This design comes from an exercise in tuning for small area and a short achievable clock period on the open sky130 flow, not from production work. Where RTL was checked, it was by simulation tests only, not by an equivalence proof against the original. The clock port is modelled as an ideal driver, which makes a skipped or thinned clock tree look cheaper than it is; a real chip needs a root buffer or a tree. Power figures rest on the tool's default switching activity, not on a simulated workload.

Setup of nickel:
## wav_riff_stream_parser
module wav_riff_stream_parser (
    input  wire             clk,
    input  wire             rst_n,
    input  wire             bytes_valid,
    output wire             bytes_ready,
    input  wire  [7:0]      bytes_in_byte,
    input  wire             bytes_end_of_file,
    output wire             results_valid,
    input  wire             results_ready,
    output wire  [1:0]      results_out_kind,
    output wire  [15:0]     results_sample_word,
    output wire  [1:0]      results_channel_count,
    output wire  [4:0]      results_sample_bits,
    output wire  [31:0]     results_sample_rate_hz,
    output wire  [2:0]      results_error_code,
    output wire             results_last_of_file
);
For scale: about 850 cells after synthesis, about 180 flip-flops, ~76 I/O pins, about 7300 sq um of cells after synthesis.
Settings: LEC_CHECK=0, ABC_AREA=1, CAP_MARGIN=20, CORE_MARGIN=2, CORE_UTILIZATION=40, CTS_BUF_LIST=sky130_fd_sc_hd__clkbuf_8, SETUP_SLACK_MARGIN=3.8, SLEW_MARGIN=20; clock period 6.0 ns.
standard.sh (not shown) runs the stock make flow with config.mk's settings and CLKGATE_MAP_FILE= SYNTH_SCRIPT=/design/flow/synth_recipe.tcl, a recipe that flattens the netlist after the stock synthesis.
==> flow/flow/run.sh <==
#!/bin/bash
# The standard layout (the standard.sh: standard synthesis and ORFS flow),
# with one change: the port buffers are buf_1 cells instead of the default
# choice. Each tool's full output stays in ORFS's own logs under orfs/logs;
# make's output goes to flow_make.log here.
set -euo pipefail
bash standard.sh "BUFFER_PORTS_ARGS=-buffer_cell sky130_fd_sc_hd__buf_1" finish > flow_make.log 2>&1
Changes in harbor relative to nickel:
- changing SETUP_SLACK_MARGIN from 3.8 to 4.0
- changing ABC_AREA from 1 to 0
[summary]
- Diff nickel -> harbor: total cell area at the placement stage now larger, fmax now smaller, via count now smaller, routed wire length now larger.
- Any difference in diode insertion count for antenna repair between nickel and harbor is small enough to ignore.
- Taking nickel as the reference, in harbor multiplexer share of the synthesized area higher, count of input and output buffers saw little to no change.
Relative to harbor, the following input files were edited for maple:
- swapping 4.0 for 3.4 in SETUP_SLACK_MARGIN
==> summary.txt <==
Between maple and harbor, the clock power is lower for maple.
Re die area: no difference whatsoever between maple and harbor.
Measured against each other, maple and harbor differ in count of clock-buffer cells in the layout, the lower figure coming from harbor.
maple gives less overall power consumption than harbor did.
Comparing maple and harbor, the lower portion of the clock cycle consumed by the worst path in the final layout is on harbor.
Here is what was changed in the inputs of lagoon compared with maple.
- changing SETUP_SLACK_MARGIN from 3.4 to 3.6
- setting CTS_CLUSTER_SIZE to 30 for the first time
- changing CTS_BUF_LIST from sky130_fd_sc_hd__clkbuf_8 to sky130_fd_sc_hd__clkbuf_8 sky130_fd_sc_hd__clkbuf_16
Results
- Of the two values seen for first element of the critical path, ready_q was produced by lagoon and word_q[7] by maple.
- lagoon vs maple — clock distribution power climbed by more than a quarter
- Final critical path time including I/O delays and setup: lagoon < maple
- Going from maple to lagoon, final critical-path setup slack went up; met3 wire length moved down; via count shows an increase of 126.
[inputs] cedar vs lagoon
- CTS_BUF_LIST now sky130_fd_sc_hd__clkbuf_8, was sky130_fd_sc_hd__clkbuf_8 sky130_fd_sc_hd__clkbuf_16
- CTS_CLUSTER_SIZE no longer set, was 30
==> comparison <==
- Number of standard cells in the final layout excluding fillers: cedar vs lagoon — no meaningful difference
- Comparing lagoon with cedar, the largest net degree at the start of global routing came out essentially unchanged.
- Between cedar and lagoon, the aggregate global-route resource usage figures differ only marginally.
- Ratio of cells with drive above 1 in the final layout across cedar and lagoon: no real change.
- Re count of port buffers added during placement: no difference whatsoever between cedar and lagoon.
- Summary of cedar over lagoon: peak supply drop down 31%, total wire length held.
- Per the comparison of cedar with lagoon, routed length on met1 decreased by 2.2% relative to the old numbers; relative area change from synthesis to final layout decreased by 2.7 points relative to the old numbers.

* * *

wav_riff_stream_parser, a different RTL version from the one above (not shown whole).
Size: about 730 cells after synthesis, about 76 I/O pins.
make LEC_CHECK=0 ABC_AREA=0 CAP_MARGIN=20 CORE_MARGIN=2 CORE_UTILIZATION=40 SLEW_MARGIN=20 finish   # period 6.0 ns
run.sh (not shown) runs the stock make flow with config.mk's settings and CLKGATE_MAP_FILE= SYNTH_SCRIPT=/design/flow/synth_recipe.tcl, a recipe that flattens the netlist after the stock synthesis.
Stock flow here: none of the scripts above is used.
==> next run, changes <==
--- a/flow/config.mk
+++ b/flow/config.mk
@@ -11,0 +12 @@
+export SETUP_SLACK_MARGIN = 4.0
Effect:
- The new run went through all stages and came out clean
- first-iteration DRC count increases by 53%
- non-clock buffer count increases by 191
- final area increases by 33%
- area after synthesis does not change
- setup slack improves by 0.68 ns
- routed wire length increases by 28%
- power increases by 6.6%
- worst hold slack stays flat
- sequential share of layout area decreases by 9.5 points
- die area does not change
- clock-buffer cell count stays the same
==> next run, changes <==
--- a/flow/config.mk
+++ b/flow/config.mk
@@ -12 +12 @@
-export SETUP_SLACK_MARGIN = 4.0
+export SETUP_SLACK_MARGIN = 3.5
Outcome: Synthesized cell count is unchanged. Core utilization went down by 8.1 points. Sequential power stays flat.
No run of this note included a check of the RTL's function; only the layout flow was run.

* * *

job 2039:
wav_riff_stream_parser, a different RTL version from the one above (not shown whole).
Size in the first run: roughly 170 flip-flops.
clock: 6.0 ns
lec_check: 0
abc_area: 0
cap_margin: 20
core_margin: 2
core_utilization: 40
setup_slack_margin: 3.6
slew_margin: 20
Job 2039: PASS, flow complete, no timing, DRC or antenna violations
> inputs changed (job 2039 -> job 2045)
==> flow/flow/run.sh (new file) <==
#!/bin/bash
# The standard layout (the standard.sh: standard synthesis and ORFS flow),
# with one change: the port buffers are buf_1 cells instead of the default
# choice. Each tool's full output stays in ORFS's own logs under orfs/logs;
# make's output goes to flow_make.log here.
set -euo pipefail
bash standard.sh "BUFFER_PORTS_ARGS=-buffer_cell sky130_fd_sc_hd__buf_1" finish > flow_make.log 2>&1
==> flow/standard.sh (new file) <==
#!/bin/bash
# synth_recipe.tcl (not shown) runs the flow's synth.tcl, then flattens the netlist and writes it again
# the make line also repeats each setting of config.mk as NAME=value (left out here)
make -C /OpenROAD-flow-scripts/flow DESIGN_CONFIG=/design/flow/config.mk WORK_HOME=/design/flow/orfs CLKGATE_MAP_FILE= SYNTH_SCRIPT=/design/flow/synth_recipe.tcl "${@:-finish}"
removed: flow/run.sh
## What came out
The final layout from job 2045, which completed every stage, passed the timing, design-rule and antenna checks at the end of the flow. The slowest library cell on the worst path comes out sky130_fd_sc_hd__dfrtp_2 in one run and sky130_fd_sc_hd__or3_4 in the other, namely in job 2045 and job 2039 respectively. Job 2045 against job 2039: area taken by flip-flops and latches down about 0.4%, signed area change from the synthesized netlist to the final layout down 7.3 points. Between job 2039 and job 2045, the flow reports per-cell via count in the routed design decreasing slightly. Job 2045 ends up with a utilization that is 2.9 points lower than in job 2039. The final reports for job 2045 and job 2039 show final period demand of the worst path higher in the former. Diff job 2039 -> job 2045: combinational group power now sits lower, final standard cell area without fillers now sits lower. Job 2045 vs job 2039: stage delay of the slowest cell on the critical path up. [compare] base=job 2039 new=job 2045: total stage count of the critical path climbed 1; post-route total power fell about 2.3%; met3 usage in global routing higher.
Edits applied to the flow inputs when going from job 2045 to job 8421:
- a change of SETUP_SLACK_MARGIN from 3.6 to 3.2
==> flow/run.sh (new file) <==
#!/bin/bash
# synth_recipe.tcl (not shown) runs the flow's synth.tcl, then flattens the netlist and writes it again
# the make line also repeats each setting of config.mk as NAME=value (left out here)
make -C /OpenROAD-flow-scripts/flow DESIGN_CONFIG=/design/flow/config.mk WORK_HOME=/design/flow/orfs CLKGATE_MAP_FILE= SYNTH_SCRIPT=/design/flow/synth_recipe.tcl finish
removed: flow/flow/run.sh
removed: flow/standard.sh
==> summary.txt <==
Job 8421 went all the way through synthesis, placement and routing and the layout is clean on timing, DRC and antenna.
Summary of job 8421 over job 2045: core utilization went up by 1.5 points, total via count after detailed routing went down by 124, final period utilization went up by 4.3 points.
Diff job 2045 -> job 8421: portion of the layout cell area used by non-clock buffers went up 2.7 points; first-iteration DRC count went down about 1.3%; number of cells on the critical path went down 7; smallest hold slack went up 0.0064 ns.
On global router's overall resource usage, the lower figure sits with job 2045, not job 8421.
Relative to job 2045, ratio of total power to cell area has increased by 0.33% in job 8421.

* * *

wav_riff_stream_parser, a different RTL version from the one above (not shown whole).
Size: ~160 flip-flops, ~76 I/O pins, about 6900 sq um of cells after synthesis.
Design wav_riff_stream_parser, start of the top module:
module wav_riff_stream_parser (
    input  wire             clk,
    input  wire             rst_n,
    input  wire             bytes_valid,
    output wire             bytes_ready,
    input  wire  [7:0]      bytes_in_byte,
    input  wire             bytes_end_of_file,
    output wire             results_valid,
    input  wire             results_ready,
    output wire  [1:0]      results_out_kind,
    output wire  [15:0]     results_sample_word,
    output wire  [1:0]      results_channel_count,
    output wire  [4:0]      results_sample_bits,
    output wire  [31:0]     results_sample_rate_hz,
    output wire  [2:0]      results_error_code,
    output wire             results_last_of_file
);
==> flow/config.mk <==
export PLATFORM = sky130hd
export DESIGN_NAME = wav_riff_stream_parser
export DESIGN_NICKNAME = wav_riff_stream_parser
export VERILOG_FILES = /design/flow/design.v
export SDC_FILE = /design/flow/constraint.sdc
export NUM_CORES = 4
export LEC_CHECK = 0
export ABC_AREA = 1
export CAP_MARGIN = 20
export CORE_MARGIN = 2
export CORE_UTILIZATION = 40
export SETUP_SLACK_MARGIN = 3.75
export SLEW_MARGIN = 20
==> flow/constraint.sdc <==
create_clock -name core_clock -period 6.0 [get_ports {clk}]
set_input_delay 1.2000 -clock core_clock [delete_from_list [all_inputs] [get_ports {clk}]]
set_output_delay 1.2000 -clock core_clock [all_outputs]
set_load 0.01 [all_outputs]
standard.sh (not shown) runs the stock make flow with config.mk's settings and CLKGATE_MAP_FILE= SYNTH_SCRIPT=/design/flow/synth_recipe.tcl, a recipe that flattens the netlist after the stock synthesis.
==> flow/flow/run.sh <==
#!/bin/bash
# The standard layout (the standard.sh: standard synthesis and ORFS flow),
# with two changes: the port buffers are buf_1 cells, and the clock tree is
# two levels of clock buffers built by flow/pre_cts.tcl instead of
# TritonCTS, whose root buffer drives leaves spread over the whole die. Each tool's full output stays in ORFS's own logs
# under orfs/logs; make's output goes to flow_make.log here.
set -euo pipefail
here=$(pwd)
bash standard.sh "BUFFER_PORTS_ARGS=-buffer_cell sky130_fd_sc_hd__buf_1" \
  "PRE_CTS_TCL=$here/flow/pre_cts.tcl" finish > flow_make.log 2>&1
==> flow/flow/pre_cts.tcl <==
# Sourced by ORFS's cts.tcl before clock tree synthesis (PRE_CTS_TCL).
# Replaces TritonCTS's tree by a shallower balanced one: the clock port drives
# four top buffers (one per k-means cluster of flip-flops), each of which
# drives leaf buffers, one per sub-cluster of at most 20 flip-flops.
source [file join [file dirname [info script]] mytree2.tcl]
my_clock_tree2 4 20 sky130_fd_sc_hd__clkbuf_8 sky130_fd_sc_hd__clkbuf_8
rename clock_tree_synthesis triton_clock_tree_synthesis
proc clock_tree_synthesis { args } {
  puts "clock_tree_synthesis: tree built by pre_cts.tcl, TritonCTS not run"
  set_propagated_clock [all_clocks]
}
Other scripts of this flow, unchanged in this note and not shown: flow/flow/mytree2.tcl
The first run completed with no timing, DRC or antenna violations.
==> next run, changes <==
--- a/flow/flow/pre_cts.tcl
+++ b/flow/flow/pre_cts.tcl
@@ -3,5 +3,5 @@
 # four top buffers (one per k-means cluster of flip-flops), each of which
-# drives leaf buffers, one per sub-cluster of at most 20 flip-flops.
+# drives leaf buffers, one per sub-cluster of at most 14 flip-flops.
 source [file join [file dirname [info script]] mytree2.tcl]
-my_clock_tree2 4 20 sky130_fd_sc_hd__clkbuf_8 sky130_fd_sc_hd__clkbuf_8
+my_clock_tree2 4 14 sky130_fd_sc_hd__clkbuf_8 sky130_fd_sc_hd__clkbuf_8
 rename clock_tree_synthesis triton_clock_tree_synthesis
Maximum frequency barely changes. Routed wire length rose by 0.51%. Combinational power came out lower by about 2%. Register-to-register slack is about the same. Sequential share of layout area drops by 0.18 points. Power increases by 2.9%. Clock skew hardly moves. Hold slack gains 0.0057 ns. Flip-flop and latch count is unchanged. Synthesized area does not change. Design area came out higher by 0.38%.
Function was not checked in any run of this note: the RTL went through the layout flow alone. No run of this note takes its clock network from TritonCTS; it comes from the design's own scripts or RTL.

* * *

Another version of the RTL of wav_riff_stream_parser (not shown whole).
For scale: roughly 840 cells after synthesis, about 160 flip-flops, about 7000 um^2 of cells after synthesis.
export LEC_CHECK = 0
export ABC_AREA = 1
export CAP_MARGIN = 20
export CORE_MARGIN = 2
export CORE_UTILIZATION = 40
export SETUP_SLACK_MARGIN = 3.9
export SLEW_MARGIN = 20
create_clock -name core_clock -period 6.0 [get_ports {clk}]
==> flow/flow/mytree2.tcl <==
proc kmeans { pts nb } {
  # pts: list of {id x y}; returns list of cluster index per point
  set n [llength $pts]
  set sorted [lsort -integer -index 1 $pts]
  set cx {}; set cy {}
  for {set k 0} {$k < $nb} {incr k} {
    set s [lindex $sorted [expr {int(($k + 0.5) * $n / $nb)}]]
    lappend cx [lindex $s 1]; lappend cy [lindex $s 2]
  }
  set assign {}
  for {set iter 0} {$iter < 40} {incr iter} {
    set sx [lrepeat $nb 0.0]; set sy [lrepeat $nb 0.0]; set sc [lrepeat $nb 0]
    set assign {}
    foreach s $pts {
      lassign $s id x y
      set best 0; set bd 1e18
      for {set k 0} {$k < $nb} {incr k} {
        set dx [expr {$x - [lindex $cx $k]}]; set dy [expr {$y - [lindex $cy $k]}]
        set d [expr {$dx*$dx + $dy*$dy}]
        if {$d < $bd} { set bd $d; set best $k }
      }
      lappend assign $best
      lset sx $best [expr {[lindex $sx $best] + $x}]
      lset sy $best [expr {[lindex $sy $best] + $y}]
      lset sc $best [expr {[lindex $sc $best] + 1}]
    }
    for {set k 0} {$k < $nb} {incr k} {
      if {[lindex $sc $k] > 0} {
        lset cx $k [expr {int([lindex $sx $k] / [lindex $sc $k])}]
        lset cy $k [expr {int([lindex $sy $k] / [lindex $sc $k])}]
      }
    }
  }
  return [list $assign $cx $cy]
}

proc add_buf { block master name innet x y } {
  set buf [odb::dbInst_create $block $master $name]
  set net [odb::dbNet_create $block "${name}_net"]
  $net setSigType CLOCK
  [$buf findITerm A] connect $innet
  [$buf findITerm X] connect $net
  $buf setLocation $x $y
  $buf setPlacementStatus PLACED
  return $net
}

proc my_clock_tree2 { ntop leaf topcell leafcell } {
  set block [ord::get_db_block]
  set db [ord::get_db]
  set clknet [$block findNet clk]
  set sinks {}
  set i 0
  foreach it [$clknet getITerms] {
    lassign [[$it getInst] getLocation] x y
    lappend sinks [list $i $x $y]
    lappend iterms $it
    incr i
  }
  lassign [kmeans $sinks $ntop] top cx cy
  set mtop [$db findMaster $topcell]
  set mleaf [$db findMaster $leafcell]
  set nleaves 0
  for {set t 0} {$t < $ntop} {incr t} {
    set members {}
    foreach s $sinks a $top { if {$a == $t} { lappend members $s } }
    if {[llength $members] == 0} { continue }
    set tnet [add_buf $block $mtop "clkbuf_top_$t" $clknet [lindex $cx $t] [lindex $cy $t]]
    set nl [expr {int(ceil([llength $members] / double($leaf)))}]
    lassign [kmeans $members $nl] sub lx ly
    for {set l 0} {$l < $nl} {incr l} {
      set mine {}
      foreach s $members a $sub { if {$a == $l} { lappend mine [lindex $s 0] } }
      if {[llength $mine] == 0} { continue }
      set lnet [add_buf $block $mleaf "clkbuf_leaf_${t}_$l" $tnet [lindex $lx $l] [lindex $ly $l]]
      incr nleaves
      foreach i $mine {
        set it [lindex $iterms $i]
        $it disconnect
        $it connect $lnet
      }
    }
  }
  puts "my_clock_tree2: [llength $sinks] sinks, $ntop top buffers, $nleaves leaf buffers"
}
==> flow/flow/pre_cts.tcl <==
# Sourced by ORFS's cts.tcl before clock tree synthesis (PRE_CTS_TCL).
# Replaces TritonCTS's tree by a shallower balanced one: the clock port drives
# four top buffers (one per k-means cluster of flip-flops), each of which
# drives leaf buffers, one per sub-cluster of at most 14 flip-flops.
source [file join [file dirname [info script]] mytree2.tcl]
my_clock_tree2 4 14 sky130_fd_sc_hd__clkbuf_8 sky130_fd_sc_hd__clkbuf_8
rename clock_tree_synthesis triton_clock_tree_synthesis
proc clock_tree_synthesis { args } {
  puts "clock_tree_synthesis: tree built by pre_cts.tcl, TritonCTS not run"
  set_propagated_clock [all_clocks]
}
Scripts as last shown in full above: flow/flow/run.sh
==> next run, changes <==
--- a/flow/flow/pre_cts.tcl
+++ b/flow/flow/pre_cts.tcl
@@ -3,5 +3,5 @@
 # four top buffers (one per k-means cluster of flip-flops), each of which
-# drives leaf buffers, one per sub-cluster of at most 14 flip-flops.
+# drives leaf buffers, one per sub-cluster of at most 20 flip-flops.
 source [file join [file dirname [info script]] mytree2.tcl]
-my_clock_tree2 4 14 sky130_fd_sc_hd__clkbuf_8 sky130_fd_sc_hd__clkbuf_8
+my_clock_tree2 4 20 sky130_fd_sc_hd__clkbuf_8 sky130_fd_sc_hd__clkbuf_8
 rename clock_tree_synthesis triton_clock_tree_synthesis
SETUP_SLACK_MARGIN = 3.85   (was 3.9)
The new run produced a clean layout.
Worst setup slack improves by 0.0056 ns.
Design area decreases by 0.85%.
Routed wire length came out lower by about 0.43%.
Global-route usage barely changes.
Utilization drops by 0.39 points.
Register-to-register slack degrades by 0.04 ns.
Die area stays the same.
==> next run, changes <==
--- a/flow/flow/run.sh
+++ b/flow/flow/run.sh
@@ -3,3 +3,3 @@
 # with two changes: the port buffers are buf_1 cells, and the clock tree is
-# two levels of clock buffers built by flow/pre_cts.tcl instead of
+# two levels of clkbuf_8 cells built by flow/pre_cts.tcl instead of
 # TritonCTS, whose root buffer drives leaves spread over the whole die. Each tool's full output stays in ORFS's own logs
--- a/flow/flow/mytree2.tcl
+++ b/flow/flow/mytree2.tcl
@@ -71,11 +71,10 @@
     for {set l 0} {$l < $nl} {incr l} {
-      set mine {}
-      foreach s $members a $sub { if {$a == $l} { lappend mine [lindex $s 0] } }
-      if {[llength $mine] == 0} { continue }
       set lnet [add_buf $block $mleaf "clkbuf_leaf_${t}_$l" $tnet [lindex $lx $l] [lindex $ly $l]]
       incr nleaves
-      foreach i $mine {
-        set it [lindex $iterms $i]
-        $it disconnect
-        $it connect $lnet
+      foreach s $members a $sub {
+        if {$a == $l} {
+          set it [lindex $iterms [lindex $s 0]]
+          $it disconnect
+          $it connect $lnet
+        }
       }
--- a/flow/flow/pre_cts.tcl
+++ b/flow/flow/pre_cts.tcl
@@ -2,4 +2,4 @@
 # Replaces TritonCTS's tree by a shallower balanced one: the clock port drives
-# four top buffers (one per k-means cluster of flip-flops), each of which
-# drives leaf buffers, one per sub-cluster of at most 20 flip-flops.
+# four clkbuf_8 cells (one per k-means cluster of flip-flops), each of which
+# drives clkbuf_8 leaf cells, one per sub-cluster of at most 20 flip-flops.
 source [file join [file dirname [info script]] mytree2.tcl]
CTS_BUF_LIST = sky130_fd_sc_hd__clkbuf_8   (was not set)
SETUP_SLACK_MARGIN = 4.0   (was 3.85)
Total power grows slightly; hold slack gains 0.0058 ns; combinational power goes up by about a fifth; design area goes up by a few percent; critical path depth is unchanged; synthesized area is unchanged; routed wire length climbs by a few percent; cell count grows slightly; sequential cell count stays the same.
==> next run, changes <==
--- a/flow/flow/run.sh
+++ b/flow/flow/run.sh
@@ -3,3 +3,3 @@
 # with two changes: the port buffers are buf_1 cells, and the clock tree is
-# two levels of clkbuf_8 cells built by flow/pre_cts.tcl instead of
+# two levels of clock buffers built by flow/pre_cts.tcl instead of
 # TritonCTS, whose root buffer drives leaves spread over the whole die. Each tool's full output stays in ORFS's own logs
--- a/flow/flow/mytree2.tcl
+++ b/flow/flow/mytree2.tcl
@@ -71,10 +71,11 @@
     for {set l 0} {$l < $nl} {incr l} {
+      set mine {}
+      foreach s $members a $sub { if {$a == $l} { lappend mine [lindex $s 0] } }
+      if {[llength $mine] == 0} { continue }
       set lnet [add_buf $block $mleaf "clkbuf_leaf_${t}_$l" $tnet [lindex $lx $l] [lindex $ly $l]]
       incr nleaves
-      foreach s $members a $sub {
-        if {$a == $l} {
-          set it [lindex $iterms [lindex $s 0]]
-          $it disconnect
-          $it connect $lnet
-        }
+      foreach i $mine {
+        set it [lindex $iterms $i]
+        $it disconnect
+        $it connect $lnet
       }
==> flow/flow/pre_cts.tcl (replaced) <==
# Sourced by ORFS's cts.tcl before clock tree synthesis (PRE_CTS_TCL).
# Replaces TritonCTS's tree by a shallower balanced one: the clock port drives
# four top buffers (one per k-means cluster of flip-flops), each of which
# drives leaf buffers, one per sub-cluster of at most 14 flip-flops.
source [file join [file dirname [info script]] mytree2.tcl]
my_clock_tree2 4 14 sky130_fd_sc_hd__clkbuf_8 sky130_fd_sc_hd__clkbuf_8
rename clock_tree_synthesis triton_clock_tree_synthesis
proc clock_tree_synthesis { args } {
  puts "clock_tree_synthesis: tree built by pre_cts.tcl, TritonCTS not run"
  set_propagated_clock [all_clocks]
}
CORE_UTILIZATION = 25   (was 40)
CTS_BUF_LIST = not set   (was sky130_fd_sc_hd__clkbuf_8)
SETUP_SLACK_MARGIN = 3.8   (was 4.0)
Worst setup slack stays flat.
Utilization went down by 20 points.
Critical path depth stays the same.
Clock skew went up by 0.0084 ns.
Clock power went up by 9.1%.
Routed wire length went up by 1.8%.
Die area went up by 58%.
Combinational power went down by 13%.
Global-route usage went down by 7.4 points.
Total power went up by 1.0%.
==> next run, changes <==
--- a/flow/flow/mytree2.tcl
+++ b/flow/flow/mytree2.tcl
@@ -71,11 +71,10 @@
     for {set l 0} {$l < $nl} {incr l} {
-      set mine {}
-      foreach s $members a $sub { if {$a == $l} { lappend mine [lindex $s 0] } }
-      if {[llength $mine] == 0} { continue }
       set lnet [add_buf $block $mleaf "clkbuf_leaf_${t}_$l" $tnet [lindex $lx $l] [lindex $ly $l]]
       incr nleaves
-      foreach i $mine {
-        set it [lindex $iterms $i]
-        $it disconnect
-        $it connect $lnet
+      foreach s $members a $sub {
+        if {$a == $l} {
+          set it [lindex $iterms [lindex $s 0]]
+          $it disconnect
+          $it connect $lnet
+        }
       }
CORE_UTILIZATION = 40   (was 25)
Effect:
- The new run finished with timing, DRC and antenna clean
- power falls slightly
- register-to-register slack is about the same
- clock power falls slightly
In every run of this note, the design's own scripts or RTL, not TritonCTS, make the clock network.

[separate check: timing with driven ports]
No port has a modelled driver above. Below, the same layouts with a new extraction and two added sets of constraints. Step 1 assumes that a clkbuf_16 drives the clock port and a buf_2 every other input. Step 2 moves the port delays by t, midway between the first and last clock arrival at a register: inputs arrive t later, outputs are due t later. That takes back most of the time a late clock gives input paths. a / b / c = ideal / step 1 / step 2; a / b = the first two.
run | shift t [ns] | setup slack, ns | worst setup path after step 2 | worst slew at a driven data input, ns
nickel | 0.494 | 3.719 / 3.681 / 3.852 | input to register | 0.05
harbor | 0.505 | 3.680 / 3.639 / 3.739 | register to register | 0.05
maple | 0.492 | 3.505 / 3.467 / 3.538 | register to register | 0.04
lagoon | 0.468 | 3.666 / 3.622 / 3.680 | register to register | 0.04
cedar | 0.492 | 3.665 / 3.626 / 3.673 | register to register | 0.04
the first run of note 2 | 0.481 | 2.258 / 2.258 / 2.258 | register to register | 0.05
the second run of note 2 | 0.483 | 2.938 / 2.938 / 2.938 | register to register | 0.06
the third run of note 2 | 0.481 | 3.055 / 3.055 / 3.055 | register to register | 0.05
job 2039 | 0.472 | 3.526 / 3.526 / 3.507 | input to register | 0.05
job 2045 | 0.466 | 3.470 / 3.470 / 3.470 | register to register | 0.04
job 8421 | 0.480 | 3.214 / 3.171 / 3.294 | register to register | 0.04
the first run of note 4 | 0.371 | 3.774 / 3.701 / 3.907 | register to register | 0.04
the second run of note 4 | 0.370 | 3.770 / 3.698 / 3.914 | register to register | 0.04
the first run of note 5 | 0.368 | 3.803 / 3.725 / 3.891 | input to register | 0.03
the second run of note 5 | 0.364 | 3.809 / 3.731 / 3.871 | input to register | 0.03
the third run of note 5 | 0.370 | 3.806 / 3.726 / 3.965 | input to register | 0.03
the fourth run of note 5 | 0.367 | 3.806 / 3.724 / 3.873 | input to register | 0.04
the fifth run of note 5 | 0.369 | 3.808 / 3.730 / 3.891 | input to register | 0.03
After both steps every run listed still meets setup and hold. The setup slack of job 2039, which loses most, moves by 0.000 ns with the drivers and by -0.019 ns with both steps.
